Context: an optimization exercise on an open-source flow, tuned for small area. The choices shown serve that exercise and are no tape-out recipe. The RTL was checked by simulation tests, not by an equivalence proof against the original design. Power is estimated from default activity; no workload was simulated.

[flow/design.v]
module pdp8_trace_capture #(
    parameter int unsigned DEPTH  = 64,
    parameter int unsigned WORD_W = 12,
    parameter int unsigned LOST_W = 16
) (
    input  logic                     clk,
    input  logic                     reset,
    input  logic                     trace_en,
    input  logic                     mode_wrap,
    input  logic                     inst_valid,
    input  logic [WORD_W-1:0]        inst_pc,
    input  logic [WORD_W-1:0]        inst_ir,
    input  logic [WORD_W-1:0]        inst_ac,
    input  logic                     inst_lk,
    input  logic                     mem_valid,
    input  logic [WORD_W-1:0]        mem_addr,
    input  logic [WORD_W-1:0]        mem_data,
    input  logic                     mem_we,
    input  logic                     mem_ifetch,
    input  logic                     br_valid,
    input  logic [WORD_W-1:0]        br_pc,
    input  logic [WORD_W-1:0]        br_target,
    input  logic [1:0]               br_kind,
    input  logic                     br_taken,
    output logic                     out_valid,
    input  logic                     out_ready,
    output logic [2+3*WORD_W+4-1:0]  out_data,
    output logic [$clog2(DEPTH):0]   count,
    output logic [LOST_W-1:0]        lost_count
);
    localparam int unsigned PTR_W = $clog2(DEPTH);
    localparam int unsigned NS    = DEPTH + 1;            
    localparam int unsigned POS_W = $clog2(NS);           
    localparam int unsigned W     = 2 + 3 * WORD_W;       
    localparam int unsigned HI_W  = 3 * WORD_W + 1;       
    localparam int unsigned HM_W  = 2 * WORD_W + 2;       
    localparam int unsigned HB_W  = 2 * WORD_W + 3;       
    localparam logic [PTR_W:0] FULL_CNT = (PTR_W + 1)'(DEPTH);
    localparam logic [1:0] CH_INST = 2'd0;
    localparam logic [1:0] CH_MEM  = 2'd1;
    localparam logic [1:0] CH_BR   = 2'd2;
    logic [2:0]         hold_v_q, hold_v_d;
    logic [HI_W-1:0]    hold_i_q;
    logic [HM_W-1:0]    hold_m_q;
    logic [HB_W-1:0]    hold_b_q;
    logic [1:0]         rr_q, rr_d;
    logic [PTR_W:0]     count_q, count_d;
    logic [LOST_W-1:0]  lost_q, lost_d;
    logic [POS_W-1:0]   rd_q, rd_d, wp_q, wp_d;
    logic               phase_q;
    logic [2:0]         ev_valid, load;
    logic               full, pop, push_ok, push, overwrite;
    logic [5:0]         prio;
    logic [1:0]         gnt_ch;
    logic [2:0]         gnt_oh;
    logic [2:0]         lost_inc;
    logic [LOST_W:0]    lost_sum;
    assign ev_valid = {br_valid & trace_en, mem_valid & trace_en, inst_valid & trace_en};
    assign full    = (count_q == FULL_CNT);
    assign pop     = (count_q != '0) & out_ready;
    assign push_ok = ~full | pop | mode_wrap;
    always_comb begin
        case (rr_q)
            CH_INST: prio = {CH_BR, CH_MEM, CH_INST};
            CH_MEM:  prio = {CH_INST, CH_BR, CH_MEM};
            default: prio = {CH_MEM, CH_INST, CH_BR};
        endcase
        gnt_ch = prio[1:0];
        if (hold_v_q[prio[1:0]])      gnt_ch = prio[1:0];
        else if (hold_v_q[prio[3:2]]) gnt_ch = prio[3:2];
        else                          gnt_ch = prio[5:4];
        push      = push_ok & (|hold_v_q);
        gnt_oh    = push ? (3'b001 << gnt_ch) : 3'b000;
        overwrite = push & full & ~pop;
    end
    always_comb begin
        hold_v_d = hold_v_q;
        lost_inc = overwrite ? 3'd1 : 3'd0;
        for (int i = 0; i < 3; i++) begin
            load[i] = 1'b0;
            if (gnt_oh[i]) hold_v_d[i] = 1'b0;
            if (ev_valid[i]) begin
                if (!hold_v_q[i] || gnt_oh[i]) begin
                    hold_v_d[i] = 1'b1;
                    load[i]     = 1'b1;
                end else begin
                    lost_inc = lost_inc + 3'd1;
                end
            end
        end
        rr_d    = push ? ((gnt_ch == CH_BR) ? CH_INST : gnt_ch + 2'd1) : rr_q;
        count_d = count_q;
        if (push && !pop && !full) count_d = count_q + (PTR_W + 1)'(1);
        else if (pop && !push)     count_d = count_q - (PTR_W + 1)'(1);
        lost_sum = {1'b0, lost_q} + {{(LOST_W - 2){1'b0}}, lost_inc};
        lost_d   = lost_sum[LOST_W] ? {LOST_W{1'b1}} : lost_sum[LOST_W-1:0];
    end
    function automatic logic [POS_W-1:0] step(input logic [POS_W-1:0] p, input logic two);
        logic [POS_W:0] s;
        s = {1'b0, p} + (POS_W + 1)'(1) + (POS_W + 1)'(two);
        if (s >= (POS_W + 1)'(NS)) s = s - (POS_W + 1)'(NS);
        step = s[POS_W-1:0];
    endfunction
    assign rd_d = step(rd_q, pop | overwrite);
    assign wp_d = step(wp_q, push);
    always_ff @(posedge clk) begin
        if (reset) begin
            hold_v_q <= '0;
            rr_q     <= CH_INST;
            count_q  <= '0;
            lost_q   <= '0;
            rd_q     <= '0;
            wp_q     <= POS_W'(1);
            phase_q  <= 1'b0;
        end else begin
            hold_v_q <= hold_v_d;
            rr_q     <= rr_d;
            count_q  <= count_d;
            lost_q   <= lost_d;
            rd_q     <= rd_d;
            wp_q     <= wp_d;
            phase_q  <= ~phase_q;
        end
    end
    always_ff @(posedge clk) begin
        if (load[0]) hold_i_q <= {inst_lk, inst_pc, inst_ir, inst_ac};
        if (load[1]) hold_m_q <= {mem_we, mem_addr, mem_data, mem_ifetch};
        if (load[2]) hold_b_q <= {br_taken, br_pc, br_target, br_kind};
    end
    logic [W-1:0] wdata, wbus;
    logic [2:0][W-1:0] bus;
    logic [NS-1:0] wdec, nwe;
    logic [NS-1:0][W-1:0] ring_q, ring_d;
    always_comb begin
        wdata = '0;
        if (gnt_oh[0]) wdata = wdata | {1'b1, hold_i_q};
        if (gnt_oh[1]) wdata = wdata | {1'b0, hold_m_q[HM_W-1:1], 8'b0, 2'd1, hold_m_q[0], 1'b0};
        if (gnt_oh[2]) wdata = wdata | {1'b0, hold_b_q[HB_W-1:2], 8'b0, 2'd2, hold_b_q[1:0]};
    end
    assign wbus = wdata ^ {W{phase_q}};
    function automatic int color(input int i);
        color = (i == NS - 1) ? 2 : (i % 2);
    endfunction
    always_comb begin
        for (int c = 0; c < 3; c++) bus[c] = '0;
        for (int i = 0; i < NS; i++) begin
            wdec[i] = (wp_q == POS_W'(i));
            if (push && wdec[i]) bus[color(i)] = wbus;
        end
        for (int i = 0; i < NS; i++)
            nwe[i] = ~(wdec[i] | (push & wdec[(i + NS - 1) % NS]));
        for (int i = 0; i < NS; i++)
            ring_d[i] = ~(({W{nwe[i]}} | bus[color(i)]) & ring_q[(i + NS - 1) % NS]);
    end
    always_ff @(posedge clk) begin
        ring_q <= ring_d;
    end
    logic [NS-1:0] rseln;
    logic [W-1:0]  z, rent;
    logic          pv;
    always_comb begin
        for (int i = 0; i < NS; i++)
            rseln[i] = ~(out_valid & (rd_q == POS_W'(i)));
    end
    for (genvar b = 0; b < W; b++) begin : g_col
        logic [NS-1:0] d;
        for (genvar i = 0; i < NS; i++) begin : g_d
            assign d[i] = ring_q[i][b];
        end
        pdp8_trace_rdcol u_col (.seln(rseln), .d(d), .z(z[b]));
    end
    assign pv   = ~phase_q & out_valid;
    assign rent = z ^ {W{pv}};
    assign out_valid  = (count_q != '0);
    assign out_data   = {rent[37] ? 2'b00 : rent[3:2],
                         rent[35:12],
                         rent[11:4], rent[37] ? rent[3:0] : 4'b0000,
                         rent[36], rent[37] ? 2'b00 : rent[1:0], 1'b0};
    assign count      = count_q;
    assign lost_count = lost_q;
endmodule
module pdp8_trace_rdcol (
    input  logic [64:0] seln,
    input  logic [64:0] d,
    output logic        z
);
    logic [31:0] p;
    logic [15:0] q;
    logic [3:0]  r;
    logic [2:0]  s;
    for (genvar j = 0; j < 32; j++) begin : g_p
        pdp8_trace_o22ai u_p (.a1(seln[2*j]), .a2(d[2*j]), .b1(seln[2*j+1]), .b2(d[2*j+1]), .y(p[j]));
    end
    for (genvar k = 0; k < 16; k++) begin : g_q
        pdp8_trace_nor2 u_q (.a(p[2*k]), .b(p[2*k+1]), .y(q[k]));
    end
    for (genvar m = 0; m < 4; m++) begin : g_r
        pdp8_trace_nand4 u_r (.a(q[4*m]), .b(q[4*m+1]), .c(q[4*m+2]), .d(q[4*m+3]), .y(r[m]));
    end
    pdp8_trace_nor2  u_s0 (.a(r[0]), .b(r[1]), .y(s[0]));
    pdp8_trace_nor2  u_s1 (.a(r[2]), .b(r[3]), .y(s[1]));
    pdp8_trace_or2   u_s2 (.a(seln[64]), .b(d[64]), .y(s[2]));
    pdp8_trace_nand3 u_z  (.a(s[0]), .b(s[1]), .c(s[2]), .y(z));
endmodule
module pdp8_trace_o22ai (input logic a1, a2, b1, b2, output logic y);
    assign y = ~((a1 | a2) & (b1 | b2));
endmodule
module pdp8_trace_nor2 (input logic a, b, output logic y);
    assign y = ~(a | b);
endmodule
module pdp8_trace_or2 (input logic a, b, output logic y);
    assign y = a | b;
endmodule
module pdp8_trace_nand3 (input logic a, b, c, output logic y);
    assign y = ~(a & b & c);
endmodule
module pdp8_trace_nand4 (input logic a, b, c, d, output logic y);
    assign y = ~(a & b & c & d);
endmodule
[flow/run.sh]
#!/bin/bash
# synth_recipe.tcl (not shown) runs the flow's synth.tcl, then flattens the netlist and writes it again
# the make line also repeats each setting of config.mk as NAME=value (left out here)
make -C /OpenROAD-flow-scripts/flow DESIGN_CONFIG=/design/flow/config.mk WORK_HOME=/design/flow/orfs CLKGATE_MAP_FILE= SYNTH_SCRIPT=/design/flow/synth_recipe.tcl finish
[flow/config.mk]
export PLATFORM = sky130hd
export DESIGN_NAME = pdp8_trace_capture
export DESIGN_NICKNAME = pdp8_trace_capture
export VERILOG_FILES = /design/flow/design.v
export SDC_FILE = /design/flow/constraint.sdc
export NUM_CORES = 4
export LEC_CHECK = 0
export CAP_MARGIN = 20
export CORE_MARGIN = 2
export CORE_UTILIZATION = 40
export CTS_BUF_LIST = sky130_fd_sc_hd__clkbuf_8
export CTS_CLUSTER_DIAMETER = 60
export CTS_CLUSTER_SIZE = 12
export PLACE_DENSITY = 0.55
export SLEW_MARGIN = 20
export SYNTH_HIERARCHICAL = 1
export SYNTH_MINIMUM_KEEP_SIZE = 0
[flow/constraint.sdc]
create_clock -name core_clock -period 6.0 [get_ports {clk}]
set_input_delay 1.2000 -clock core_clock [delete_from_list [all_inputs] [get_ports {clk}]]
set_output_delay 1.2000 -clock core_clock [all_outputs]
set_load 0.01 [all_outputs]
==> flow_metrics.env, run 1 <==
export IMPL_pin_count=164
export IMPL_final_area_mm2=0.0969
export IMPL_pwr_share_seq_pct=58.0
export IMPL_cts_root_buf="clkbuf_8"
export IMPL_hp_class="reg2reg"
export IMPL_syn_avg_cell_area_um2=9.83
export IMPL_synth_nets=8831
export IMPL_ant_nets=0
export IMPL_htreeDepth=4
export IMPL_crit_top_cell="nor2_1"
export IMPL_core_area_mm2=0.213
export IMPL_ys_top_cells_by_area="dfxtp_1 59%, o21ai_0 11%, o22ai_1 8.9%"
export IMPL_fmax_ghz=0.162
export IMPL_synthSimpleGateAreaFrac_pct=7.06
export IMPL_grt_pass1_vias=72570
export IMPL_cts_buffers=238
export IMPL_synth_compound_area_share_pct=26.4
export IMPL_setup_violations=6
export IMPL_grt_pass1_wl_um=478000
export IMPL_clock_sinks=2603
export IMPL_grt_overflow=0
export IMPL_endpoint_kind="output port"
export IMPL_area_growth_pct=13.2
export IMPL_cp_start_kind="flip-flop"
export IMPL_rows=169
export IMPL_cp_slowest_stage_delay_ns=0.74
export IMPL_drt_first_pass_iters=6
export IMPL_synth_seq_area_share_pct=61.9
export IMPL_min_period_ns=6.19
export IMPL_final_net_count=9085
export IMPL_grtUsageTotal_pct=29.0
export IMPL_finalCritPeriodShare_pct=103
export IMPL_antenna_found_initial=13
export IMPL_ys_ff_latch=2603
export IMPL_critPathKind="reg2out"
export IMPL_slowest_stage="dfxtp_1"
export IMPL_syn_cell_area_mm2=0.0856
export IMPL_hold_viol=0
export IMPL_clkTransAtPathRegs_ns=0.08
export IMPL_p_int_w=0.0322
export IMPL_dr_first_iter_drc_count=7810
export IMPL_vias=73440
export IMPL_layout_commonest_cell="dfxtp_1"
export IMPL_cts_tree="built"
export IMPL_post_drt_wl_per_cell_um=27.7
export IMPL_worstPathRequired_ns=4.80
export IMPL_p_sw_share_pct=33.0
export IMPL_maxCapViolCount=0
export IMPL_final_cell_count_no_fill=11838
export IMPL_path_max_fanout=16
export IMPL_p_clk_share_pct=19.9
export IMPL_io_buffers=162
export IMPL_synth_top_family_by_area="compound AO/OA/AOI/OAI gates"
export IMPL_drc=0
export IMPL_layout_common_cells="2511 x dfxtp_1, 1814 x o21ai_0, 1219 x o22ai_1, 710 x nor2_1, 710 x o21ai_1"
export IMPL_die_h_um=467
export IMPL_drive_gt1_share_pct=11.4
export IMPL_post_place_ws_ns=0.120
export IMPL_initial_core_util_pct=40.3
export IMPL_synth_distinct_cells=75
export IMPL_chipWidth_um=467
export IMPL_p_leak_nw=36.1
export IMPL_yosysWarnings=7
export IMPL_dp_cells=11491
export IMPL_setup_slack_ns=-0.188
export IMPL_synth_mux_area_share_pct=0.110
export IMPL_finClkSkew_ns=0.0555
export IMPL_synthCells=8712
export IMPL_whs_ns=0.357
export IMPL_p_sw_w=0.0158
export IMPL_clk_latency_ns=1.06
export IMPL_power_density_mw_per_mm2=495
export IMPL_checkFailReasons="setup timing"
export IMPL_status="complete, but fails checks"
export IMPL_synth_xor_area_share_pct=0.695
export IMPL_tightest_slew_ns=1.23
export IMPL_rsz0062_at_grt="yes"
export IMPL_comb_power_share_pct=22.0
export IMPL_place_congestion=0.922
export IMPL_synth_top_area_cell="dfxtp_1"
export IMPL_grt_max_degree=65
export IMPL_wl_um=328000
export IMPL_synth_top_area_share_pct=58.7
export IMPL_place_area_mm2=0.0917
export IMPL_relSlewSlack_pct=17.5
export IMPL_synth_enable_flop_cells=90
export IMPL_die_area_mm2=0.218
export IMPL_crit_arrival_ns=4.99
export IMPL_cp_cell_sequence="nand2_1 > nor2_2 > nand2_2 > buf_4 > o22ai_1 > nor2_1 > nand4_1 > nor2_1 > nand3_1 > xnor2_1 > clkdlybuf4s50_1"
export IMPL_drv_slew=0
export IMPL_hpwl_um=218000
export IMPL_vdd_ir_drop_max_mv=0.309
export IMPL_via_per_inst=6.20
export IMPL_synthAdderAreaFrac_pct=0.324
export IMPL_dominantRegCellSynth="dfxtp_1"
export IMPL_async_flop_share_pct=0
export IMPL_cts_buffer_depth=3
## per-module statistics from Yosys (local to each module, per instance), excerpt
module / copies in the design / flip-flops and latches / cells inside
pdp8_trace_capture: 1 / 2603 / 6584
pdp8_trace_nand4: 152 / 0 / 1
pdp8_trace_o22ai: 1216 / 0 / 1
pdp8_trace_or2: 38 / 0 / 1
pdp8_trace_nand3: 38 / 0 / 1
pdp8_trace_nor2: 684 / 0 / 1
## flip-flops by register name (all words and copies together), names as in the netlist
signal,count
ring_q,2470
count_q,7
hold_i_q,37
hold_v_q,3
wp_q,7
hold_b_q,27
lost_q,16
phase_q,1
rd_q,7
rr_q,2
hold_m_q,26
## repair_timing
item | 4_1_cts | 5_1_grt
buffers inserted | 34 | 7
hold buffers | 0 | 0
setup endpoints to repair | 41 | 40
pin swaps | 75 | 22
gates resized for setup | 162 | 71
gates cloned | 12 | 0
## power groups by stage
stage | Sequential, W | Combinational [W] | Clock (W)
2_1_floorplan | 0.0269 | 0.00606 | 0
3_3_place_gp | 0.0280 | 0.0101 | 0
3_5_place_dp | 0.0281 | 0.0103 | 0
4_1_cts | 0.0278 | 0.0104 | 0.00970
5_1_grt | 0.0286 | 0.0115 | 0.0104
6_report | 0.0279 | 0.0106 | 0.00957
## synth_stat cells, types with 54 or more instances
library cell	n
a21oi_1	75
buf_2	104
clkbuf_1	303
clkbuf_2	115
dfxtp_1	2513
edfxtp_1	90
nand2_1	217
nand3_1	69
nand4_1	155
nor2_1	793
o21ai_0	1814
o21ai_1	710
o22ai_1	1219
xnor2_1	54
## kinds of logic after synthesis
family,count (synthesis)
compound gates,4028
flops,2603
simple gates,1375
buf+inv,607
xor+xnor,68
fa+ha+maj,21
mux,9
other cells,1
## critical path, delay by kind of cell, from the launching register on
kind,cells,cell delay (ns)
xor+xnor,1,0.19
simple gates,7,1.90
buf+inv,2,0.93
flops,1,0.74
compound gates,1,0.17
## layer usage
metal  wire (µm)  global-route usage, %  part of all wire, %
met4       18000                   14.6                  5.5
met5           0                      0                    0
met1      138000                   38.4                   42
met3       25800                   4.72                  7.9
met2      146000                   45.7                   45
## path summary, 6_finish.rpt
kind / from / to / slack, ns / cells after the start
setup / recovery: rd_q[2] / out_data[37] / -0.19 / 11
hold / removal: ring_q[1167] / ring_q[1205] / 0.36 / 1
setup reg to reg: hold_v_q[1] / lost_q[1] / 0.97 / 16
hold reg to reg: ring_q[1167] / ring_q[1205] / 0.36 / 1
## final cells by class
cell class              count  area [µm²]
clock inverters            33         290
clock buffers             242        3330
fillers                 20219      116000
repair buffers            598        5750
multi-input cells        5502       30900
inverters                  23        86.3
flip-flops and latches   2603       53000
diodes                     16        40.0
well taps                2821        3530
## stage by stage
step	total power, W	util [%]	setup TNS, ns
after floorplan	0.0329	-	0
after global placement	0.0381	43.2	0
after detailed placement	0.0385	43.2	0
after CTS	0.0479	45.5	-3.05
after global routing	0.0505	45.6	-2.11
final	0.0480	45.6	-0.547
==> run 2: changes to the inputs <==
--- a/flow/design.v
+++ b/flow/design.v
@@ -49,4 +49,6 @@
     logic [POS_W-1:0]   rd_q, rd_d, wp_q, wp_d;
     logic               phase_q;
+    logic [7:0]         rlo_q, rlo_d;             
+    logic [8:0]         rhi_q, rhi_d;             
     logic [2:0]         ev_valid, load;
     logic               full, pop, push_ok, push, overwrite;
@@ -104,4 +106,6 @@
     assign rd_d = step(rd_q, pop | overwrite);
     assign wp_d = step(wp_q, push);
+    assign rlo_d = 8'b1 << rd_d[2:0];
+    assign rhi_d = (count_d != '0) ? (9'b1 << rd_d[POS_W-1:3]) : 9'b0;
     always_ff @(posedge clk) begin
         if (reset) begin
@@ -111,4 +115,6 @@
             lost_q   <= '0;
             rd_q     <= '0;
+            rlo_q    <= '0;
+            rhi_q    <= '0;
             wp_q     <= POS_W'(1);
             phase_q  <= 1'b0;
@@ -119,4 +125,6 @@
             lost_q   <= lost_d;
             rd_q     <= rd_d;
+            rlo_q    <= rlo_d;
+            rhi_q    <= rhi_d;
             wp_q     <= wp_d;
             phase_q  <= ~phase_q;
@@ -161,5 +169,5 @@
     always_comb begin
         for (int i = 0; i < NS; i++)
-            rseln[i] = ~(out_valid & (rd_q == POS_W'(i)));
+            rseln[i] = ~(rlo_q[i % 8] & rhi_q[i / 8]);
     end
     for (genvar b = 0; b < W; b++) begin : g_col
--- a/flow/config.mk
+++ b/flow/config.mk
@@ -13,4 +13,5 @@
 export CTS_CLUSTER_SIZE = 12
 export PLACE_DENSITY = 0.55
+export SETUP_SLACK_MARGIN = 0.2
 export SLEW_MARGIN = 20
 export SYNTH_HIERARCHICAL = 1
==> run 2 against run 1 <==
- the run now finishes clean
- clock power about the same
- sequential share of layout area is 1.5 points higher
- first-iteration DRC count is 0.97% higher
- synthesized cell count fell by 0.70%
- setup slack gained 0.46 ns
- maximum frequency increased by 8.0%
- cell count is 1.2% lower
- flip-flop and latch count grew 17
- synthesized area about the same
- largest cell class unchanged
- largest power group unchanged
==> flow_metrics.env, run 2 <==
export IMPL_status="no timing/DRC/antenna violations"
export IMPL_clock_sinks=2620
export IMPL_hold_depth=1
export IMPL_grtUsageTotal_pct=28.8
export IMPL_cp_slowest_stage_delay_ns=0.58
export IMPL_final_seq_area_mm2=0.0534
export IMPL_ant_nets=0
export IMPL_worst_path_buf_inv=2
export IMPL_fillCellCount=20296
export IMPL_reg_top3="ring_q x2470, hold_i_q x37, hold_b_q x27"
export IMPL_comb_power_share_pct=18.9
export IMPL_area_growth_pct=11.0
export IMPL_hpwl_um=210000
export IMPL_rr_endpoint="lost_q[1]"
export IMPL_grt_max_degree=43
export IMPL_path_max_fanout=15
export IMPL_hp_class="reg2reg"
export IMPL_yosys_top_cells_count="2530 x dfxtp_1, 1347 x o21ai_0, 1217 x o22ai_1"
export IMPL_worstPathRequired_ns=4.80
export IMPL_dominantRegCellSynth="dfxtp_1"
export IMPL_cts_tree="built"
export IMPL_vdd_ir_drop_max_mv=0.388
export IMPL_critPathKind="reg2out"
export IMPL_yosysWarnings=7
export IMPL_synth_top_area_cell="dfxtp_1"
export IMPL_synth_distinct_cells=72
export IMPL_drc=0
export IMPL_dr_first_iter_drc_count=7886
export IMPL_p_sw_w=0.0147
export IMPL_rows=169
export IMPL_whs_ns=0.374
export IMPL_synth_enable_flop_cells=90
export IMPL_worstHoldStart="ring_q[2355]"
export IMPL_p_leak_nw=35.2
export IMPL_htreeDepth=4
export IMPL_layout_commonest_cell="dfxtp_1"
export IMPL_cts_root_buf="clkbuf_8"
export IMPL_initial_core_util_pct=40.3
export IMPL_min_period_ns=5.73
export IMPL_fmax_ghz=0.175
export IMPL_p_sw_share_pct=31.5
export IMPL_synth_most_common_cell="dfxtp_1"
export IMPL_largest_register="ring_q"
export IMPL_final_area_mm2=0.0950
export IMPL_grt_pass1_vias=69808
export IMPL_setup_slack_ns=0.270
export IMPL_core_area_mm2=0.212
export IMPL_drive_gt1_share_pct=9.94
export IMPL_drt_first_pass_iters=8
export IMPL_die_area_mm2=0.218
export IMPL_ys_top_cells_by_area="dfxtp_1 59%, o22ai_1 8.9%, o21ai_0 7.9%"
export IMPL_post_place_ws_ns=0.346
export IMPL_post_drt_wl_per_cell_um=27.9
export IMPL_synth_seq_area_share_pct=62.4
export IMPL_power_density_mw_per_mm2=491
export IMPL_layout_common_cells="2517 x dfxtp_1, 1346 x o21ai_0, 1217 x o22ai_1, 1140 x o21ai_1, 741 x nor2_1"
export IMPL_p_int_w=0.0320
export IMPL_multiInputGateArea_mm2=0.0298
export IMPL_tns_ns=0
export IMPL_drv_slew=0
export IMPL_finClkSkew_ns=0.0457
export IMPL_io_buffers=162
export IMPL_crit_arrival_ns=4.53
export IMPL_critical_path_top_delay_family="simple AND/OR/NAND/NOR gates"
export IMPL_rsz0062_at_grt="no"
export IMPL_ys_ff_latch=2620
export IMPL_largest_reg_flops=2470
export IMPL_grt_overflow=0
export IMPL_slowest_stage="clkdlybuf4s50_1"
export IMPL_setup_violations=0
export IMPL_synth_nets=8766
export IMPL_finalCritPeriodShare_pct=95.5
export IMPL_pwr_share_seq_pct=60.6
export IMPL_vias=72445
export IMPL_r2r_start="count_q[0]"
export IMPL_reg2reg_slack_ns=0.81
export IMPL_cts_buffer_depth=3
export IMPL_antenna_found_initial=11
export IMPL_grt_pass1_wl_um=471000
export IMPL_maxCapViolCount=0
export IMPL_synth_top_area_share_pct=59.2
export IMPL_cp_start_kind="flip-flop"
export IMPL_place_congestion=0.900
export IMPL_relSlewSlack_pct=21.0
export IMPL_hold_viol=0
export IMPL_syn_avg_cell_area_um2=9.89
export IMPL_cts_buffers=239
export IMPL_chipWidth_um=467
export IMPL_place_area_mm2=0.0906
export IMPL_async_flop_share_pct=0
export IMPL_clk_latency_ns=1.05
export IMPL_cp_cell_sequence="buf_4 > nand2_8 > o22ai_1 > nor2_1 > nand4_1 > nor2_1 > nand3_1 > or3_1 > o21ai_0 > clkdlybuf4s50_1"
export IMPL_clkTransAtPathRegs_ns=0.09
export IMPL_r2r_cells=22
export IMPL_tightest_slew_ns=1.18
export IMPL_pin_count=164
export IMPL_syn_cell_area_mm2=0.0856
export IMPL_wl_um=326000
export IMPL_p_clk_share_pct=20.5
export IMPL_synthCells=8651
export IMPL_via_per_inst=6.19
export IMPL_die_h_um=467
export IMPL_hold_end="ring_q[2393]"
export IMPL_final_net_count=8939
export IMPL_endpoint_kind="output port"
export IMPL_crit_top_cell="nor2_1"
## run 2: repair_timing
item	in CTS	in global routing
buffers inserted	4	6
endpoints found under the setup margin	37	22
gates resized for setup	84	16
pin swaps	0	2
hold buffers	0	0
gates cloned	1	0
hold endpoints to repair	0	0
## run 2: power by group through the flow
stage | Clock [W] | Combinational, W | Sequential, W
after global placement | 0 | 0.00821 | 0.0283
after detailed placement | 0 | 0.00842 | 0.0285
final | 0.00955 | 0.00881 | 0.0283
after floorplan | 0 | 0.00529 | 0.0273
after CTS | 0.00966 | 0.00863 | 0.0282
after global routing | 0.0103 | 0.00951 | 0.0290
## run 2: final cells by class
cell class	instances	share of cell area (%)
Clock inverter	32	0.235
Sequential cell	2620	56.2
Multi-Input combinational cell	5381	31.4
Tap cell	2821	3.72
Timing Repair Buffer	506	4.54
Antenna cell	14	0.0369
Inverter	76	0.304
Clock buffer	246	3.57
## run 2: per-layer routing
layer / up-vias / part of all wire (%) / global-route usage [%]
li1: 31886 / - / -
met1: 36075 / 43 / 39.6
met2: 3687 / 44 / 44.1
met3: 795 / 8.4 / 4.83
met4: 2 / 5.1 / 13.6
met5: - / 0.0040 / 0
## run 2: kinds of logic (layout without fill, tap and decap cells)
family                   count (synthesis)  after routing  share of synthesized area, %
flip-flops                            2620           2620                          62.4
adder cells (fa/ha/maj)                 17             17                         0.257
multiplexers                            11             11                         0.135
AO/OA/AOI/OAI                         3818           3818                          24.6
AND/OR/NAND/NOR                       1432           1433                          7.51
XOR/XNOR                               101            101                          1.20
other                                    1             15                       0.00438
buffers and inverters                  651            860                          3.97
## run 2: worst max-delay path by stage
stage,start,end,slack [ns],depth (start not counted)
after global placement,out_ready,lost_q[1],0.28,20
final,rlo_q[3],out_data[5],0.27,10
after CTS,rlo_q[7],out_data[4],0.15,10
after floorplan,out_ready,lost_q[10],0.33,21
after global routing,rlo_q[3],out_data[7],0.18,11
after detailed placement,out_ready,lost_q[1],0.35,20
## run 2: Yosys stat by module, one instance, submodules excluded, excerpt
module              copies in the design  cells
pdp8_trace_capture                     1   6523
pdp8_trace_nand4                     152      1
pdp8_trace_or2                        38      1
pdp8_trace_nor2                      684      1
pdp8_trace_nand3                      38      1
pdp8_trace_o22ai                    1216      1
## run 2: per-stage QoR
stage	cells	total power, W	util, %
global route	11689	0.0489	44.7
floorplan	8651	0.0325	-
detailed placement	11393	0.0369	42.7
global placement	11393	0.0365	42.7
CTS	11676	0.0465	44.6
finish	11696	0.0466	44.7
## run 2: worst register-to-register path, stage by stage (launching register included)
cell	delay, ns
dfxtp_1	0.40
inv_1	0.13
ha_1	0.19
or3b_1	0.50
or4_1	0.59
o211ai_4	0.12
nand2_1	0.10
inv_1	0.13
ha_1	0.24
mux2_2	0.28
ha_1	0.29
mux2_2	0.27
ha_1	0.18
inv_1	0.06
nor2_1	0.05
xor2_1	0.17
ha_1	0.33
a21o_1	0.15
and2_1	0.15
inv_1	0.06
or3_1	0.38
buf_4	0.20
a21oi_1	0.15
==> run 3: changes to the inputs <==
--- a/flow/config.mk
+++ b/flow/config.mk
@@ -10,8 +10,8 @@
 export CORE_UTILIZATION = 40
 export CTS_BUF_LIST = sky130_fd_sc_hd__clkbuf_8
-export CTS_CLUSTER_DIAMETER = 60
-export CTS_CLUSTER_SIZE = 12
+export CTS_CLUSTER_DIAMETER = 80
+export CTS_CLUSTER_SIZE = 14
 export PLACE_DENSITY = 0.55
-export SETUP_SLACK_MARGIN = 0.2
+export SETUP_SLACK_MARGIN = 0.1
 export SLEW_MARGIN = 20
 export SYNTH_HIERARCHICAL = 1
==> run 3 against run 2 <==
- power shrank 1.9%
- global-route usage fell by 0.064 points
- critical path depth fell by 1
- clock power fell by 7.9%
- clock skew grew 0.0076 ns
- combinational power decreased by 1%
- sequential power barely moved
- via count shrank 0.24%
- synthesized area unchanged
- maximum frequency fell by 4.5%
- first-iteration DRC count decreased by 1.9%
- register-to-register slack is essentially flat
- critical path type unchanged
- largest cell class unchanged
- largest power group unchanged
==> flow_metrics.env, run 3 <==
export IMPL_synth_top_area_share_pct=59.2
export IMPL_multiInputGateArea_mm2=0.0296
export IMPL_drive_gt1_share_pct=9.28
export IMPL_largest_reg_flops=2470
export IMPL_hp_class="reg2reg"
export IMPL_dr_first_iter_drc_count=7738
export IMPL_slowest_stage="dfxtp_1"
export IMPL_drc=0
export IMPL_clock_sinks=2620
export IMPL_drt_first_pass_iters=6
export IMPL_cts_hold_buffers_added=0
export IMPL_die_h_um=467
export IMPL_min_period_ns=6.00
export IMPL_chipWidth_um=467
export IMPL_layout_common_cells="2523 x dfxtp_1, 1346 x o21ai_0, 1217 x o22ai_1, 1140 x o21ai_1, 742 x nor2_1"
export IMPL_ys_ff_latch=2620
export IMPL_grt_max_degree=43
export IMPL_post_place_ws_ns=0.346
export IMPL_dominantRegCellSynth="dfxtp_1"
export IMPL_synth_most_common_cell="dfxtp_1"
export IMPL_endpoint_kind="output port"
export IMPL_ys_top_cells_by_area="dfxtp_1 59%, o22ai_1 8.9%, o21ai_0 7.9%"
export IMPL_final_net_count=8897
export IMPL_drv_slew=0
export IMPL_vdd_ir_drop_max_mv=0.395
export IMPL_hold_viol=0
export IMPL_io_buffers=162
export IMPL_clkTransAtPathRegs_ns=0.09
export IMPL_area_growth_pct=9.88
export IMPL_p_leak_nw=35.1
export IMPL_reg2reg_slack_ns=0.81
export IMPL_htreeDepth=4
export IMPL_syn_cell_area_mm2=0.0856
export IMPL_rows=169
export IMPL_vias=72268
export IMPL_syn_avg_cell_area_um2=9.89
export IMPL_pin_count=164
export IMPL_status="no timing/DRC/antenna violations"
export IMPL_reg_top3="ring_q x2470, hold_i_q x37, hold_b_q x27"
export IMPL_clk_latency_ns=1.02
export IMPL_yosysWarnings=7
export IMPL_cts_buffers=205
export IMPL_finalCritPeriodShare_pct=100
export IMPL_synth_enable_flop_cells=90
export IMPL_place_congestion=0.900
export IMPL_cp_start_kind="flip-flop"
export IMPL_maxCapViolCount=0
export IMPL_path_max_fanout=14
export IMPL_antenna_found_initial=11
export IMPL_dp_cells=11393
export IMPL_relSlewSlack_pct=18.8
export IMPL_synthCells=8651
export IMPL_cts_tree="built"
export IMPL_synth_top_area_cell="dfxtp_1"
export IMPL_wl_um=325000
export IMPL_grt_pass1_vias=69487
export IMPL_synth_distinct_cells=72
export IMPL_cp_slowest_stage_delay_ns=0.68
export IMPL_utilization_pct=44.3
export IMPL_cts_root_buf="clkbuf_8"
export IMPL_synth_seq_area_share_pct=62.4
export IMPL_finClkSkew_ns=0.0533
export IMPL_power_density_mw_per_mm2=486
export IMPL_cp_cell_sequence="nand2_2 > o22ai_1 > nor2_1 > nand4_1 > nor2_1 > nand3_1 > or3_1 > o21ai_0 > clkdlybuf4s50_1"
export IMPL_fmax_ghz=0.167
export IMPL_post_drt_wl_per_cell_um=28.0
export IMPL_worstPathRequired_ns=4.80
export IMPL_cts_buffer_depth=3
export IMPL_die_area_mm2=0.218
export IMPL_via_per_inst=6.21
export IMPL_crit_arrival_ns=4.80
export IMPL_initial_core_util_pct=40.3
export IMPL_yosys_top_cells_count="2530 x dfxtp_1, 1347 x o21ai_0, 1217 x o22ai_1"
export IMPL_setup_slack_ns=0.000653
export IMPL_final_cell_count_no_fill=11638
export IMPL_fillCellCount=20358
export IMPL_setup_violations=0
export IMPL_grt_pass1_wl_um=470000
export IMPL_final_seq_area_mm2=0.0534
export IMPL_grtUsageTotal_pct=28.7
export IMPL_core_area_mm2=0.212
export IMPL_crit_top_cell="nor2_1"
export IMPL_grt_overflow=0
export IMPL_ant_nets=0
export IMPL_critPathKind="reg2out"
export IMPL_largest_register="ring_q"
export IMPL_synth_nets=8766
export IMPL_rsz0062_at_grt="yes"
export IMPL_async_flop_share_pct=0
export IMPL_hpwl_um=210000
export IMPL_tightest_slew_ns=1.22
export IMPL_layout_commonest_cell="dfxtp_1"
-- run 3: cell counts after synthesis --
No cell type changed its count.
-- run 3: path summary, 6_finish.rpt --
check	startpoint	to	depth (start not counted)
setup / recovery	rlo_q[5]	out_data[5]	9
setup reg to reg	count_q[0]	lost_q[1]	22
hold / removal	ring_q[844]	ring_q[882]	1
hold reg to reg	ring_q[844]	ring_q[882]	1
-- run 3: per-module statistics from Yosys (local to each module, per instance), excerpt --
module / area (µm²) / flops+latches / cells / times used
pdp8_trace_or2: 6.26 / 0 / 1 / 38
pdp8_trace_o22ai: 6.26 / 0 / 1 / 1216
pdp8_trace_capture: 74000 / 2620 / 6523 / 1
pdp8_trace_nor2: 3.75 / 0 / 1 / 684
pdp8_trace_nand4: 6.26 / 0 / 1 / 152
pdp8_trace_nand3: 5.00 / 0 / 1 / 38
-- run 3: power by group --
part	switching [W]	internal [W]	leakage [nW]
combinational	0.00510	0.00358	10.7
sequential	0.00366	0.0246	22.7
clock	0.00567	0.00313	1.60
total	0.0144	0.0313	35.1
-- run 3: layout make-up --
type / instances / area share, %
multi-input cells: 5381 / 31.4
flip-flops and latches: 2620 / 56.8
repair buffers: 498 / 4.50
diodes: 10 / 0.0266
clock buffers: 208 / 3.04
clock inverters: 24 / 0.169
inverters: 76 / 0.303
well taps: 2821 / 3.75
-- run 3: through the flow --
step / TNS [ns] / hold slack, ns / area, µm² / power (W)
floorplan: 0 / 0.359 / 85600 / 0.0325
global placement: 0 / 0.368 / 90600 / 0.0365
detailed placement: 0 / 0.366 / 90600 / 0.0369
CTS: 0 / 0.381 / 93800 / 0.0456
global route: -0.0140 / 0.384 / 94000 / 0.0479
finish: 0 / 0.377 / 94000 / 0.0457
-- run 3: logic make-up after synthesis --
family,after synthesis,share of synthesized area [%]
compound gates,3818,24.6
xor+xnor,101,1.20
fa+ha+maj,17,0.257
buf+inv,651,3.97
flops,2620,62.4
mux,11,0.135
other cells,1,0.00438
simple gates,1432,7.51
-- run 3: timing repair --
| action | CTS | global route |
|---|---|---|
| gates cloned | 1 | 0 |
| endpoints found under the setup margin | 16 | 21 |
| resized for setup | 18 | 43 |
| buffers inserted | 2 | 0 |
| pin swaps | 0 | 0 |
-- run 3: critical path: cells and delay by family (launching register included) --
kind	cells	cell delay, ns
AND/OR/NAND/NOR	6	2.13
flip-flops	1	0.68
buffers and inverters	1	0.58
AO/OA/AOI/OAI	2	0.35
-- run 3: metal layers --
metal / share of wire [%] / GRT usage, %
met5: 0.0040 / 0
met4: 4.8 / 13.4
met3: 8.5 / 4.58
met2: 44 / 44.1
met1: 43 / 39.6
==> run 4: changes to the inputs <==
==> flow/flow/run.sh (new file) <==
#!/bin/bash
# The standard layout, with the smallest plain buffer for the port buffers
# (one buffer on every input and output port, as the standard flow places them).
set -euo pipefail
bash standard.sh BUFFER_PORTS_ARGS="-buffer_cell sky130_fd_sc_hd__buf_1" finish > standard_make.log 2>&1
==> flow/standard.sh (new file) <==
#!/bin/bash
# synth_recipe.tcl (not shown) runs the flow's synth.tcl, then flattens the netlist and writes it again
# the make line also repeats each setting of config.mk as NAME=value (left out here)
make -C /OpenROAD-flow-scripts/flow DESIGN_CONFIG=/design/flow/config.mk WORK_HOME=/design/flow/orfs CLKGATE_MAP_FILE= SYNTH_SCRIPT=/design/flow/synth_recipe.tcl "${@:-finish}"
--- a/flow/config.mk
+++ b/flow/config.mk
@@ -13,5 +13,4 @@
 export CTS_CLUSTER_SIZE = 14
 export PLACE_DENSITY = 0.55
-export SETUP_SLACK_MARGIN = 0.1
 export SLEW_MARGIN = 20
 export SYNTH_HIERARCHICAL = 1
removed: flow/run.sh
==> run 4 against run 3 <==
- combinational power decreased by about 10%
- register-to-register slack got worse by 0.30 ns
- power decreased by 1.8%
- clock power increased by 0.8%
- count of clock-buffer cells in the layout decreased by 1
- cell count decreased by 0.39%
- hold slack got worse by 0.055 ns
- maximum frequency increased by 3.3%
- sequential power about the same
- global-route usage decreased by 0.39 points
- core utilization decreased by 0.69 points
- routed wire length decreased by 1.6%
- critical path type unchanged
==> flow_metrics.env, run 4 <==
export IMPL_die_area_mm2=0.218
export IMPL_ys_top_cells_by_area="dfxtp_1 59%, o22ai_1 8.9%, o21ai_0 7.9%"
export IMPL_rsz0062_at_grt="no"
export IMPL_hold_viol=0
export IMPL_synth_distinct_cells=72
export IMPL_final_net_count=8845
export IMPL_die_h_um=467
export IMPL_relSlewSlack_pct=21.2
export IMPL_cts_setup_buffers=0
export IMPL_worstPathRequired_ns=4.80
export IMPL_antenna_found_initial=8
export IMPL_grt_pass1_vias=69360
export IMPL_setup_violations=0
export IMPL_io_buffers=162
export IMPL_synth_top_area_share_pct=59.2
export IMPL_via_per_inst=6.19
export IMPL_dr_first_iter_drc_count=8272
export IMPL_grtUsageTotal_pct=28.4
export IMPL_r2r_start="count_q[0]"
export IMPL_layout_common_cells="2529 x dfxtp_1, 1346 x o21ai_0, 1217 x o22ai_1, 1140 x o21ai_1, 743 x nor2_1"
export IMPL_min_period_ns=5.81
export IMPL_clkTransAtPathRegs_ns=0.09
export IMPL_synthCells=8651
export IMPL_place_congestion=0.908
export IMPL_initial_core_util_pct=40.3
export IMPL_crit_arrival_ns=4.61
export IMPL_vdd_ir_drop_max_mv=0.343
export IMPL_tns_ns=0
export IMPL_wl_um=320000
export IMPL_dominantRegCellSynth="dfxtp_1"
export IMPL_p_leak_nw=34.1
export IMPL_slowest_stage="nand2_2"
export IMPL_yosys_top_cells_count="2530 x dfxtp_1, 1347 x o21ai_0, 1217 x o22ai_1"
export IMPL_ys_ff_latch=2620
export IMPL_clock_sinks=2620
export IMPL_vias=71752
export IMPL_cts_root_buf="clkbuf_8"
export IMPL_cp_cell_sequence="nand2_2 > buf_4 > buf_4 > o22ai_1 > nor2_1 > nand4_1 > nor2_1 > nand3_1 > xnor2_1 > buf_1"
export IMPL_worstSetupStartpoint="rlo_q[7]"
export IMPL_cp_start_kind="flip-flop"
export IMPL_async_flop_share_pct=0
export IMPL_rows=169
export IMPL_drt_first_pass_iters=6
export IMPL_synth_enable_flop_cells=90
export IMPL_grt_overflow=0
export IMPL_endpoint_kind="output port"
export IMPL_synth_top_area_cell="dfxtp_1"
export IMPL_synth_seq_area_share_pct=62.4
export IMPL_setup_slack_ns=0.191
export IMPL_synth_nets=8766
export IMPL_finClkSkew_ns=0.0778
export IMPL_cts_tree="built"
export IMPL_maxCapViolCount=0
export IMPL_htreeDepth=4
export IMPL_hp_class="in2reg"
export IMPL_final_cell_count_no_fill=11593
export IMPL_clk_latency_ns=1.07
export IMPL_fillCellCount=20615
export IMPL_grt_max_degree=43
export IMPL_syn_cell_area_mm2=0.0856
export IMPL_reg2reg_slack_ns=0.51
export IMPL_grt_pass1_wl_um=465000
export IMPL_setup_worst_path_end="out_data[36]"
export IMPL_synth_most_common_cell="dfxtp_1"
export IMPL_cp_slowest_stage_delay_ns=0.87
export IMPL_core_area_mm2=0.212
export IMPL_yosysWarnings=7
export IMPL_drive_gt1_share_pct=8.58
export IMPL_finalCritPeriodShare_pct=96.8
export IMPL_largest_register="ring_q"
export IMPL_syn_avg_cell_area_um2=9.89
export IMPL_critPathKind="reg2out"
export IMPL_fmax_ghz=0.172
export IMPL_hpwl_um=208000
export IMPL_largest_reg_flops=2470
export IMPL_dp_cells=11343
export IMPL_cts_buffers=206
export IMPL_area_growth_pct=8.16
export IMPL_r2r_cells=21
export IMPL_tightest_slew_ns=1.18
export IMPL_cts_resized=0
export IMPL_chipWidth_um=467
export IMPL_drv_slew=0
export IMPL_post_place_ws_ns=0.303
export IMPL_post_drt_wl_per_cell_um=27.6
export IMPL_layout_commonest_cell="dfxtp_1"
export IMPL_cts_buffer_depth=3
export IMPL_path_max_fanout=22
export IMPL_cts_hold_buffers_added=0
export IMPL_reg_top3="ring_q x2470, hold_i_q x37, hold_b_q x27"
export IMPL_drc=0
export IMPL_power_density_mw_per_mm2=485
export IMPL_pin_count=164
export IMPL_status="no timing/DRC/antenna violations"
export IMPL_rr_endpoint="lost_q[2]"
export IMPL_ant_nets=0
-- run 4: cell counts after synthesis --
No cell type changed its count.
-- run 4: layer usage --
layer	share of wire (%)	GRT usage [%]
met1	43	39.1
met2	43	43.0
met3	9.2	5.30
met4	4.9	13.0
met5	0	0
-- run 4: power breakdown --
| group | leakage (nW) | switching, W | internal [W] | total, W |
|---|---|---|---|---|
| registers | 22.7 | 0.00361 | 0.0246 | 0.0282 |
| logic | 9.71 | 0.00490 | 0.00292 | 0.00781 |
| clock network | 1.63 | 0.00573 | 0.00314 | 0.00887 |
-- run 4: per-stage QoR --
stage / hold WS [ns] / utilization, % / area, µm² / total power (W)
final: 0.323 / 43.6 / 92500 / 0.0449
after global routing: 0.288 / 43.6 / 92500 / 0.0472
after CTS: 0.270 / 43.6 / 92500 / 0.0448
after detailed placement: 0.371 / 42.1 / 89400 / 0.0362
after global placement: 0.370 / 42.1 / 89400 / 0.0358
after floorplan: 0.359 / - / 85600 / 0.0325
-- run 4: worst min-delay path by stage --
stage                     slack [ns]  depth (start not counted)         start            to
final                           0.32                          1    inst_ac[8]   hold_i_q[8]
after detailed placement        0.37                          1  ring_q[2416]  ring_q[2454]
after floorplan                 0.36                          1  ring_q[2394]  ring_q[2432]
after global routing            0.29                          1    inst_ac[8]   hold_i_q[8]
after global placement          0.37                          1  ring_q[2416]  ring_q[2454]
after CTS                       0.27                          1    inst_ac[7]   hold_i_q[7]
-- run 4: logic make-up after synthesis --
family	Yosys count	share of synthesized area (%)
xor gates and xnor gates	101	1.20
buffers and inverters	651	3.97
DFF	2620	62.4
adders and majority gates	17	0.257
and+or+nand+nor	1432	7.51
muxes	11	0.135
other	1	0.00438
AOI/OAI and AO/OA	3818	24.6
-- run 4: per-module statistics from Yosys, one instance, submodules excluded, a selection --
module              cells  area [µm²]
pdp8_trace_nand3        1        5.00
pdp8_trace_o22ai        1        6.26
pdp8_trace_or2          1        6.26
pdp8_trace_nor2         1        3.75
pdp8_trace_capture   6523       74000
pdp8_trace_nand4        1        6.26
-- run 4: worst max-delay path, delay by kind of cell, from the launching register on --
kind | cells | cell delay, ns
AND/OR/NAND/NOR | 5 | 1.72
buffers and inverters | 3 | 0.91
flip-flops | 1 | 0.58
XOR/XNOR | 1 | 0.24
AO/OA/AOI/OAI | 1 | 0.12
-- run 4: layout make-up --
class                           instances  area (µm²)  share of cell area (%)
Antenna cell                           14        35.0                  0.0379
Clock buffer                          207        2850                    3.08
Multi-Input combinational cell       5380       29300                    31.7
Sequential cell                      2620       53400                    57.7
Inverter                               76         285                   0.308
Clock inverter                         29         223                   0.241
Tap cell                             2821        3530                    3.81
Timing Repair Buffer                  446        2980                    3.22
==> run 5: changes to the inputs <==
--- a/flow/config.mk
+++ b/flow/config.mk
@@ -10,6 +10,6 @@
 export CORE_UTILIZATION = 40
 export CTS_BUF_LIST = sky130_fd_sc_hd__clkbuf_8
-export CTS_CLUSTER_DIAMETER = 80
-export CTS_CLUSTER_SIZE = 14
+export CTS_CLUSTER_DIAMETER = 60
+export CTS_CLUSTER_SIZE = 12
 export PLACE_DENSITY = 0.55
 export SLEW_MARGIN = 20
==> run 5 against run 4 <==
- routed wire length increased by 0.21%
- global-route usage increased by 0.082 points
- critical path depth decreased by 1
- sequential power about the same
- sequential share of layout area decreased by 0.39 points
- via count increased by 0.37%
==> flow_metrics.env, run 5 <==
export IMPL_status="no timing/DRC/antenna violations"
export IMPL_grtUsageTotal_pct=28.4
export IMPL_cts_setup_buffers=0
export IMPL_via_per_inst=6.19
export IMPL_drt_first_pass_iters=5
export IMPL_setup_violations=0
export IMPL_pin_count=164
export IMPL_yosys_top_cells_count="2530 x dfxtp_1, 1347 x o21ai_0, 1217 x o22ai_1"
export IMPL_yosysWarnings=7
export IMPL_reg2reg_slack_ns=0.51
export IMPL_r2r_start="count_q[0]"
export IMPL_layout_common_cells="2529 x dfxtp_1, 1346 x o21ai_0, 1217 x o22ai_1, 1140 x o21ai_1, 743 x nor2_1"
export IMPL_finalCritPeriodShare_pct=97.0
export IMPL_vias=72021
export IMPL_synth_top_family_by_area="compound AO/OA/AOI/OAI gates"
export IMPL_worstPathRequired_ns=4.80
export IMPL_synth_most_common_cell="dfxtp_1"
export IMPL_min_period_ns=5.82
export IMPL_crit_arrival_ns=4.62
export IMPL_largest_reg_flops=2470
export IMPL_grt_overflow=0
export IMPL_gr_usage_met1_pct=39.0
export IMPL_maxCapViolCount=0
export IMPL_grt_busiest_layer="met2"
export IMPL_grt_pass1_vias=69794
export IMPL_tns_ns=0
export IMPL_layout_commonest_cell="dfxtp_1"
export IMPL_met2_usage_pct=43.2
export IMPL_hold_depth=1
export IMPL_syn_cell_area_mm2=0.0856
export IMPL_core_area_mm2=0.212
export IMPL_cts_buffer_depth=3
export IMPL_synth_nets=8766
export IMPL_async_flop_share_pct=0
export IMPL_setup_slack_ns=0.179
export IMPL_syn_avg_cell_area_um2=9.89
export IMPL_clk_latency_ns=1.05
export IMPL_cts_tree="built"
export IMPL_io_buffers=162
export IMPL_place_congestion=0.908
export IMPL_r2r_cells=21
export IMPL_post_drt_wl_per_cell_um=27.6
export IMPL_chipWidth_um=467
export IMPL_synth_seq_area_share_pct=62.4
export IMPL_die_h_um=467
export IMPL_synthSimpleGateAreaFrac_pct=7.51
export IMPL_hpwl_um=208000
export IMPL_synthCells=8651
export IMPL_synth_enable_flop_cells=90
export IMPL_grt_max_degree=43
export IMPL_total_power_w=0.0457
export IMPL_hp_class="in2reg"
export IMPL_synth_mux_area_share_pct=0.135
export IMPL_largest_register="ring_q"
export IMPL_post_place_ws_ns=0.303
export IMPL_final_net_count=8880
export IMPL_synth_compound_area_share_pct=24.6
export IMPL_use_met3_pct=5.50
export IMPL_initial_core_util_pct=40.3
export IMPL_path_max_fanout=21
export IMPL_ys_top_cells_by_area="dfxtp_1 59%, o22ai_1 8.9%, o21ai_0 7.9%"
export IMPL_die_area_mm2=0.218
export IMPL_ys_ff_latch=2620
export IMPL_drv_slew=0
export IMPL_cts_root_buf="clkbuf_8"
export IMPL_tightest_slew_ns=1.19
export IMPL_synthAdderAreaFrac_pct=0.257
export IMPL_rr_endpoint="lost_q[2]"
export IMPL_drc=0
export IMPL_critPathKind="reg2out"
export IMPL_hold_end="hold_i_q[24]"
export IMPL_htreeDepth=4
export IMPL_cts_hold_buffers_added=0
export IMPL_endpoint_kind="output port"
export IMPL_worstHoldStart="inst_pc[0]"
export IMPL_rows=169
export IMPL_rsz0062_at_grt="no"
export IMPL_synth_distinct_cells=72
export IMPL_cts_buffers=241
export IMPL_drive_gt1_share_pct=9.02
export IMPL_vdd_ir_drop_max_mv=0.342
export IMPL_hold_viol=0
export IMPL_cp_start_kind="flip-flop"
export IMPL_grt_pass1_wl_um=467000
export IMPL_fmax_ghz=0.172
export IMPL_ant_nets=0
export IMPL_antenna_found_initial=7
export IMPL_clock_sinks=2620
export IMPL_synth_top_area_share_pct=59.2
export IMPL_relSlewSlack_pct=20.6
export IMPL_whs_ns=0.321
export IMPL_dr_first_iter_drc_count=8222
export IMPL_clkTransAtPathRegs_ns=0.09
export IMPL_synth_top_area_cell="dfxtp_1"
export IMPL_dominantRegCellSynth="dfxtp_1"
export IMPL_wl_um=321000
export IMPL_reg_top3="ring_q x2470, hold_i_q x37, hold_b_q x27"
export IMPL_power_density_mw_per_mm2=491
export IMPL_finClkSkew_ns=0.0522
export IMPL_p_leak_nw=34.4
export IMPL_cts_resized=0
export IMPL_area_growth_pct=8.90
export IMPL_synth_xor_area_share_pct=1.20
-- run 5: cell counts after synthesis --
Identical to the previous run, type by type.
-- run 5: layout make-up --
| cell class | instances | area [µm²] |
|---|---|---|
| fill | 20568 | 119000 |
| sequential | 2620 | 53400 |
| multi-input combinational | 5380 | 29300 |
| tap | 2821 | 3530 |
| clock buffer | 245 | 3370 |
| timing repair buffer | 446 | 2980 |
| clock inverter | 42 | 330 |
| inverter | 76 | 285 |
| antenna | 14 | 35.0 |
-- run 5: through the flow --
stage | instance area (µm²) | std cells | utilization (%)
after floorplan | 85600 | 8651 | -
after global placement | 89400 | 11343 | 42.1
after detailed placement | 89400 | 11343 | 42.1
after global routing | 93200 | 11638 | 43.9
after CTS | 93100 | 11630 | 43.9
final | 93200 | 11644 | 43.9
-- run 5: report_power, final --
group	leakage, nW	switching, W	internal [W]
clock network	1.98	0.00590	0.00378
registers	22.7	0.00361	0.0246
logic	9.71	0.00491	0.00292
-- run 5: cells by family after synthesis --
group / after synthesis
AOI/OAI and AO/OA: 3818
xor gates and xnor gates: 101
adders and majority gates: 17
buffers and inverters: 651
DFF: 2620
muxes: 11
other: 1
and+or+nand+nor: 1432
-- run 5: routing by layer --
metal | wire length (µm) | vias up
met3 | 29300 | 723
met2 | 140000 | 3718
met5 | 0 | -
met1 | 137000 | 35846
li1 | - | 31734
met4 | 15400 | 0
-- run 5: worst max path at each step --
stage,start,to,slack (ns),cells after the start
floorplan,out_ready,lost_q[10],0.33,21
global placement,out_ready,lost_q[13],0.25,19
detailed placement,out_ready,lost_q[2],0.30,17
CTS,count_q[0],out_data[10],0.25,9
global route,rlo_q[2],out_data[40],0.13,9
finish,rlo_q[2],out_data[40],0.18,9
-- run 5: Yosys stat by module, one instance, submodules excluded, excerpt --
module              cells  cell area, µm²
pdp8_trace_nand3        1            5.00
pdp8_trace_nand4        1            6.26
pdp8_trace_nor2         1            3.75
pdp8_trace_capture   6523           74000
pdp8_trace_o22ai        1            6.26
pdp8_trace_or2          1            6.26
-- run 5: critical path: stages (launching register included) --
cell     delay (ns)
dfxtp_1        0.93
nand2_2        0.86
o22ai_1        0.44
nor2_1         0.11
nand4_1        0.21
nor2_1         0.13
nand3_1        0.40
nand2_1        0.08
o21ai_0        0.24
buf_1          0.18
==> run 6: changes to the inputs <==
--- a/flow/config.mk
+++ b/flow/config.mk
@@ -10,6 +10,6 @@
 export CORE_UTILIZATION = 40
 export CTS_BUF_LIST = sky130_fd_sc_hd__clkbuf_8
-export CTS_CLUSTER_DIAMETER = 60
-export CTS_CLUSTER_SIZE = 12
+export CTS_CLUSTER_DIAMETER = 80
+export CTS_CLUSTER_SIZE = 16
 export PLACE_DENSITY = 0.55
 export SLEW_MARGIN = 20
==> run 6 against run 5 <==
- global-route usage shrank 0.093 points
- critical endpoint is now out_data[36]
- final area shrank 1.0%
- core utilization shrank 0.46 points
- synthesized area is the same
- setup slack gained 0.064 ns
- non-clock buffer count is the same
- still clean
- flip-flop and latch count is the same
- sequential share of layout area grew 0.60 points
- hold slack gained 0.032 ns
- largest power group unchanged
==> flow_metrics.env, run 6 <==
export IMPL_status="no timing/DRC/antenna violations"
export IMPL_via_per_inst=6.19
export IMPL_p_sw_w=0.0141
export IMPL_grt_max_degree=43
export IMPL_reg_top3="ring_q x2470, hold_i_q x37, hold_b_q x27"
export IMPL_synthCells=8651
export IMPL_cts_buffers=182
export IMPL_layout_commonest_cell="dfxtp_1"
export IMPL_finalCritPeriodShare_pct=95.9
export IMPL_clkTransAtPathRegs_ns=0.11
export IMPL_async_flop_share_pct=0
export IMPL_htreeDepth=4
export IMPL_syn_avg_cell_area_um2=9.89
export IMPL_endpoint_kind="output port"
export IMPL_syn_cell_area_mm2=0.0856
export IMPL_wl_um=320000
export IMPL_synthAdderAreaFrac_pct=0.257
export IMPL_dr_first_iter_drc_count=8602
export IMPL_post_drt_wl_per_cell_um=27.7
export IMPL_critPathKind="reg2out"
export IMPL_drt_first_pass_iters=8
export IMPL_antenna_found_initial=9
export IMPL_cts_tree="built"
export IMPL_worstPathRequired_ns=4.80
export IMPL_pin_count=164
export IMPL_synth_most_common_cell="dfxtp_1"
export IMPL_comb_power_share_pct=17.6
export IMPL_tightest_slew_ns=1.18
export IMPL_cts_resized=0
export IMPL_grtUsageTotal_pct=28.4
export IMPL_p_clk_share_pct=19.0
export IMPL_maxCapViolCount=0
export IMPL_place_congestion=0.908
export IMPL_drv_slew=0
export IMPL_hp_class="reg2reg"
export IMPL_power_density_mw_per_mm2=482
export IMPL_initial_core_util_pct=40.3
export IMPL_io_buffers=162
export IMPL_fmax_ghz=0.174
export IMPL_clk_latency_ns=1.03
export IMPL_finClkSkew_ns=0.0758
export IMPL_area_growth_pct=7.77
export IMPL_synth_compound_area_share_pct=24.6
export IMPL_ant_nets=0
export IMPL_synth_nets=8766
export IMPL_synth_xor_area_share_pct=1.20
export IMPL_synth_mux_area_share_pct=0.135
export IMPL_path_max_fanout=22
export IMPL_vias=71638
export IMPL_die_h_um=467
export IMPL_p_int_w=0.0303
export IMPL_synth_distinct_cells=72
export IMPL_pwr_share_seq_pct=63.4
export IMPL_synth_top_area_share_pct=59.2
export IMPL_drc=0
export IMPL_largest_register="ring_q"
export IMPL_synthSimpleGateAreaFrac_pct=7.51
export IMPL_core_area_mm2=0.212
export IMPL_whs_ns=0.354
export IMPL_rsz0062_at_grt="no"
export IMPL_cts_hold_buffers_added=0
export IMPL_min_period_ns=5.76
export IMPL_total_power_w=0.0445
export IMPL_crit_arrival_ns=4.56
export IMPL_synth_seq_area_share_pct=62.4
export IMPL_grt_overflow=0
export IMPL_hpwl_um=208000
export IMPL_p_leak_nw=33.9
export IMPL_die_area_mm2=0.218
export IMPL_cp_start_kind="flip-flop"
export IMPL_clock_sinks=2620
export IMPL_synth_top_family_by_area="compound AO/OA/AOI/OAI gates"
export IMPL_grt_pass1_wl_um=465000
export IMPL_dominantRegCellSynth="dfxtp_1"
export IMPL_tns_ns=0
export IMPL_vdd_ir_drop_max_mv=0.343
export IMPL_synth_top_area_cell="dfxtp_1"
export IMPL_p_sw_share_pct=31.8
export IMPL_chipWidth_um=467
export IMPL_synth_enable_flop_cells=90
export IMPL_drive_gt1_share_pct=8.32
export IMPL_relSlewSlack_pct=21.2
export IMPL_hold_viol=0
export IMPL_grt_pass1_vias=69082
export IMPL_setup_violations=0
export IMPL_cts_buffer_depth=3
export IMPL_cts_root_buf="clkbuf_8"
export IMPL_ys_top_cells_by_area="dfxtp_1 59%, o22ai_1 8.9%, o21ai_0 7.9%"
export IMPL_final_net_count=8821
export IMPL_yosys_top_cells_count="2530 x dfxtp_1, 1347 x o21ai_0, 1217 x o22ai_1"
export IMPL_ys_ff_latch=2620
export IMPL_yosysWarnings=7
export IMPL_cts_setup_buffers=0
export IMPL_largest_reg_flops=2470
export IMPL_rows=169
export IMPL_layout_common_cells="2529 x dfxtp_1, 1346 x o21ai_0, 1217 x o22ai_1, 1140 x o21ai_1, 743 x nor2_1"
-- run 6: cell types whose count changed in the layout (fill, tap and decap cells not counted), sizes merged --
| cell | delta |
|---|---|
| inv | -9 |
| diode | -3 |
| clkbuf | -62 |
| bufinv | -1 |
| clkinv | -2 |
-- run 6: routing by layer --
layer | track usage (%) | part of all wire, % | up-vias
met5 | 0 | 0.0031 | -
met4 | 12.4 | 4.8 | 2
met3 | 5.13 | 8.7 | 705
met2 | 43.3 | 44 | 3552
met1 | 39.1 | 43 | 35783
li1 | - | - | 31596
-- run 6: cells by family (layout without fill, tap and decap cells) --
family	Yosys count	in the layout
AOI/OAI and AO/OA	3818	3818
buffers and inverters	651	735
xor gates and xnor gates	101	101
DFF	2620	2620
other	1	12
muxes	11	11
and+or+nand+nor	1432	1432
adders and majority gates	17	17
-- run 6: Yosys stat by module, one instance, submodules excluded, excerpt --
module / cells / flops+latches
pdp8_trace_capture: 6523 / 2620
pdp8_trace_nand4: 1 / 0
pdp8_trace_o22ai: 1 / 0
pdp8_trace_or2: 1 / 0
pdp8_trace_nand3: 1 / 0
pdp8_trace_nor2: 1 / 0
-- run 6: power groups by stage --
stage | clock [W] | sequential [W] | combinational (W)
finish | 0.00847 | 0.0282 | 0.00781
global route | 0.00922 | 0.0290 | 0.00853
CTS | 0.00859 | 0.0281 | 0.00772
detailed placement | 0 | 0.0285 | 0.00770
global placement | 0 | 0.0283 | 0.00747
floorplan | 0 | 0.0273 | 0.00529
-- run 6: final timing paths --
kind | end | cells past startpoint | slack, ns | start
setup reg to reg | lost_q[2] | 21 | 0.52 | count_q[0]
hold / removal | ring_q[838] | 1 | 0.35 | ring_q[800]
setup / recovery | out_data[36] | 10 | 0.24 | rlo_q[7]
hold reg to reg | ring_q[838] | 1 | 0.35 | ring_q[800]
-- run 6: worst max-delay path, stage by stage (launching register included) --
cell,delay (ns)
dfxtp_1,0.58
nand2_2,0.85
buf_4,0.40
buf_4,0.30
o22ai_1,0.12
nor2_1,0.19
nand4_1,0.15
nor2_1,0.28
nand3_1,0.23
xnor2_1,0.24
buf_1,0.20
-- run 6: per-stage QoR --
step / utilization (%) / setup WS, ns / std cells / instance area, µm²
3_5_place_dp: 42.1 / 0.303 / 11343 / 89400
4_1_cts: 43.4 / 0.309 / 11556 / 92200
6_report: 43.4 / 0.244 / 11567 / 92200
5_1_grt: 43.4 / 0.147 / 11561 / 92200
2_1_floorplan: - / 0.333 / 8651 / 85600
3_3_place_gp: 42.1 / 0.252 / 11343 / 89400
-- run 6: area by class of cell --
class                   count  area [µm²]
clock inverters            30         223
diodes                     11        27.5
well taps                2821        3530
inverters                  76         285
repair buffers            446        2980
multi-input cells        5380       29300
fillers                 20659      120000
clock buffers             183        2520
flip-flops and latches   2620       53400
==> run 7: changes to the inputs <==
--- a/flow/config.mk
+++ b/flow/config.mk
@@ -8,9 +8,9 @@
 export CAP_MARGIN = 20
 export CORE_MARGIN = 2
-export CORE_UTILIZATION = 40
+export CORE_UTILIZATION = 50
 export CTS_BUF_LIST = sky130_fd_sc_hd__clkbuf_8
 export CTS_CLUSTER_DIAMETER = 80
-export CTS_CLUSTER_SIZE = 16
-export PLACE_DENSITY = 0.55
+export CTS_CLUSTER_SIZE = 14
+export PLACE_DENSITY = 0.65
 export SLEW_MARGIN = 20
 export SYNTH_HIERARCHICAL = 1
==> run 7 against run 6 <==
- still clean on timing, DRC and antenna
- die area is 20% lower
- combinational power is 1% lower
- flip-flop and latch count stayed put
- power is 0.55% higher
- setup slack worse by 0.040 ns
- clock skew is 0.012 ns lower
- critical path depth is 1 lower
- sequential share of layout area is 0.50 points higher
- synthesized cell count stayed put
- first-iteration DRC count is 2.8% higher
- critical path type unchanged
- critical endpoint is now out_data[21]
- highest routed layer is now met4
==> flow_metrics.env, run 7 <==
export IMPL_die_h_um=418
export IMPL_layout_commonest_cell="dfxtp_1"
export IMPL_drv_slew=0
export IMPL_final_net_count=8841
export IMPL_tns_ns=0
export IMPL_drc=0
export IMPL_ys_top_cells_by_area="dfxtp_1 59%, o22ai_1 8.9%, o21ai_0 7.9%"
export IMPL_cts_setup_buffers=0
export IMPL_critical_path_top_delay_family="simple AND/OR/NAND/NOR gates"
export IMPL_synthCells=8651
export IMPL_crit_top_cell="nor2_1"
export IMPL_power_density_mw_per_mm2=489
export IMPL_rsz0062_at_grt="no"
export IMPL_synth_enable_flop_cells=90
export IMPL_reg_top3="ring_q x2470, hold_i_q x37, hold_b_q x27"
export IMPL_hold_end="ring_q[428]"
export IMPL_relSlewSlack_pct=15.0
export IMPL_cts_buffer_depth=3
export IMPL_core_area_mm2=0.170
export IMPL_syn_cell_area_mm2=0.0856
export IMPL_cts_resized=0
export IMPL_cp_slowest_stage_delay_ns=0.79
export IMPL_slowest_stage="nand2_2"
export IMPL_reg2reg_slack_ns=0.83
export IMPL_syn_avg_cell_area_um2=9.89
export IMPL_initial_core_util_pct=50.4
export IMPL_final_area_mm2=0.0914
export IMPL_synth_distinct_cells=72
export IMPL_htreeDepth=4
export IMPL_dominantRegCellSynth="dfxtp_1"
export IMPL_finalCritPeriodShare_pct=96.6
export IMPL_antenna_found_initial=2
export IMPL_r2r_cells=22
export IMPL_grtUsageTotal_pct=32.7
export IMPL_clk_latency_ns=1.01
export IMPL_io_buffers=162
export IMPL_largest_reg_flops=2470
export IMPL_grt_max_degree=43
export IMPL_synth_top_area_cell="dfxtp_1"
export IMPL_status="no timing/DRC/antenna violations"
export IMPL_synth_top_family_by_area="compound AO/OA/AOI/OAI gates"
export IMPL_synth_seq_area_share_pct=62.4
export IMPL_hold_viol=0
export IMPL_die_area_mm2=0.174
export IMPL_yosys_top_cells_count="2530 x dfxtp_1, 1347 x o21ai_0, 1217 x o22ai_1"
export IMPL_critPathKind="reg2out"
export IMPL_ant_nets=0
export IMPL_min_period_ns=5.80
export IMPL_path_max_fanout=19
export IMPL_synth_mux_area_share_pct=0.135
export IMPL_synthSimpleGateAreaFrac_pct=7.51
export IMPL_cp_cell_sequence="nand2_2 > buf_4 > o22ai_1 > nor2_1 > nand4_1 > nor2_1 > nand3_1 > xnor2_1 > buf_1"
export IMPL_yosysWarnings=7
export IMPL_synth_compound_area_share_pct=24.6
export IMPL_fillCellCount=15315
export IMPL_via_per_inst=6.59
export IMPL_synth_most_common_cell="dfxtp_1"
export IMPL_endpoint_kind="output port"
export IMPL_cp_start_kind="flip-flop"
export IMPL_chipWidth_um=418
export IMPL_synthAdderAreaFrac_pct=0.257
export IMPL_worstPathRequired_ns=4.80
export IMPL_cts_root_buf="clkbuf_8"
export IMPL_hp_class="reg2reg"
export IMPL_pin_count=164
export IMPL_r2r_start="count_q[1]"
export IMPL_cts_tree="built"
export IMPL_synth_nets=8766
export IMPL_fmax_ghz=0.173
export IMPL_final_seq_area_mm2=0.0534
export IMPL_async_flop_share_pct=0
## run 7: cell counts after synthesis
No cell type changed its count.
## run 7: cell families after synthesis
kind of cell,Yosys count
flip-flops,2620
multiplexers,11
buffers and inverters,651
AO/OA/AOI/OAI,3818
XOR/XNOR,101
adder cells (fa/ha/maj),17
other,1
AND/OR/NAND/NOR,1432
## run 7: Yosys stat by module, one instance, submodules excluded, excerpt
module              flops+latches  cells inside  cell area, µm²  copies in the design
pdp8_trace_nand4                0             1            6.26                   152
pdp8_trace_o22ai                0             1            6.26                  1216
pdp8_trace_nor2                 0             1            3.75                   684
pdp8_trace_or2                  0             1            6.26                    38
pdp8_trace_capture           2620          6523           74000                     1
pdp8_trace_nand3                0             1            5.00                    38
## run 7: cell type report
type,count,area share (%)
antenna,1,0.00274
inverter,76,0.312
clock inverter,26,0.187
clock buffer,208,3.13
tap,2218,3.04
timing repair buffer,443,3.04
multi-input combinational,5380,31.9
sequential,2620,58.4
## run 7: how the worst max path moves through the flow
stage	end	slack, ns	cells after the start
2_1_floorplan	lost_q[10]	0.33	21
3_3_place_gp	lost_q[10]	0.57	18
3_5_place_dp	lost_q[10]	0.63	18
4_1_cts	out_data[8]	0.31	9
5_1_grt	out_data[33]	0.24	9
6_report	out_data[21]	0.20	9
## run 7: power breakdown
part / switching [W] / leakage [nW] / total [W] / internal [W]
Combinational: 0.00483 / 9.49 / 0.00772 / 0.00289
Clock: 0.00557 / 1.61 / 0.00869 / 0.00313
Sequential: 0.00370 / 22.7 / 0.0283 / 0.0246
Total: 0.0141 / 33.8 / 0.0447 / 0.0306
## run 7: per-layer routing
metal  vias up  GRT usage [%]  share of wire, %
li1      31656              -                 -
met1     35606           44.0                41
met2      4282           50.1                44
met3       769           6.04                10
met4         0           17.1               5.7
met5         -              0                 0
## run 7: stage by stage
stage / cells / hold slack, ns / total power [W] / util (%)
3_5_place_dp: 10737 / 0.369 / 0.0360 / 52.1
4_1_cts: 10971 / 0.278 / 0.0445 / 53.9
6_report: 10972 / 0.349 / 0.0447 / 53.9
5_1_grt: 10972 / 0.316 / 0.0468 / 53.9
3_3_place_gp: 10735 / 0.370 / 0.0356 / 52.1
2_1_floorplan: 8651 / 0.359 / 0.0325 / -

Re-timed with assumed drivers on the ports (clkbuf_16 on the clock, buf_2 on other inputs), run 7 has 0.123 ns of setup slack against 0.204 ns with ideal ports, and 0.601 ns once port delays also move by the mid clock arrival of 1.060 ns.
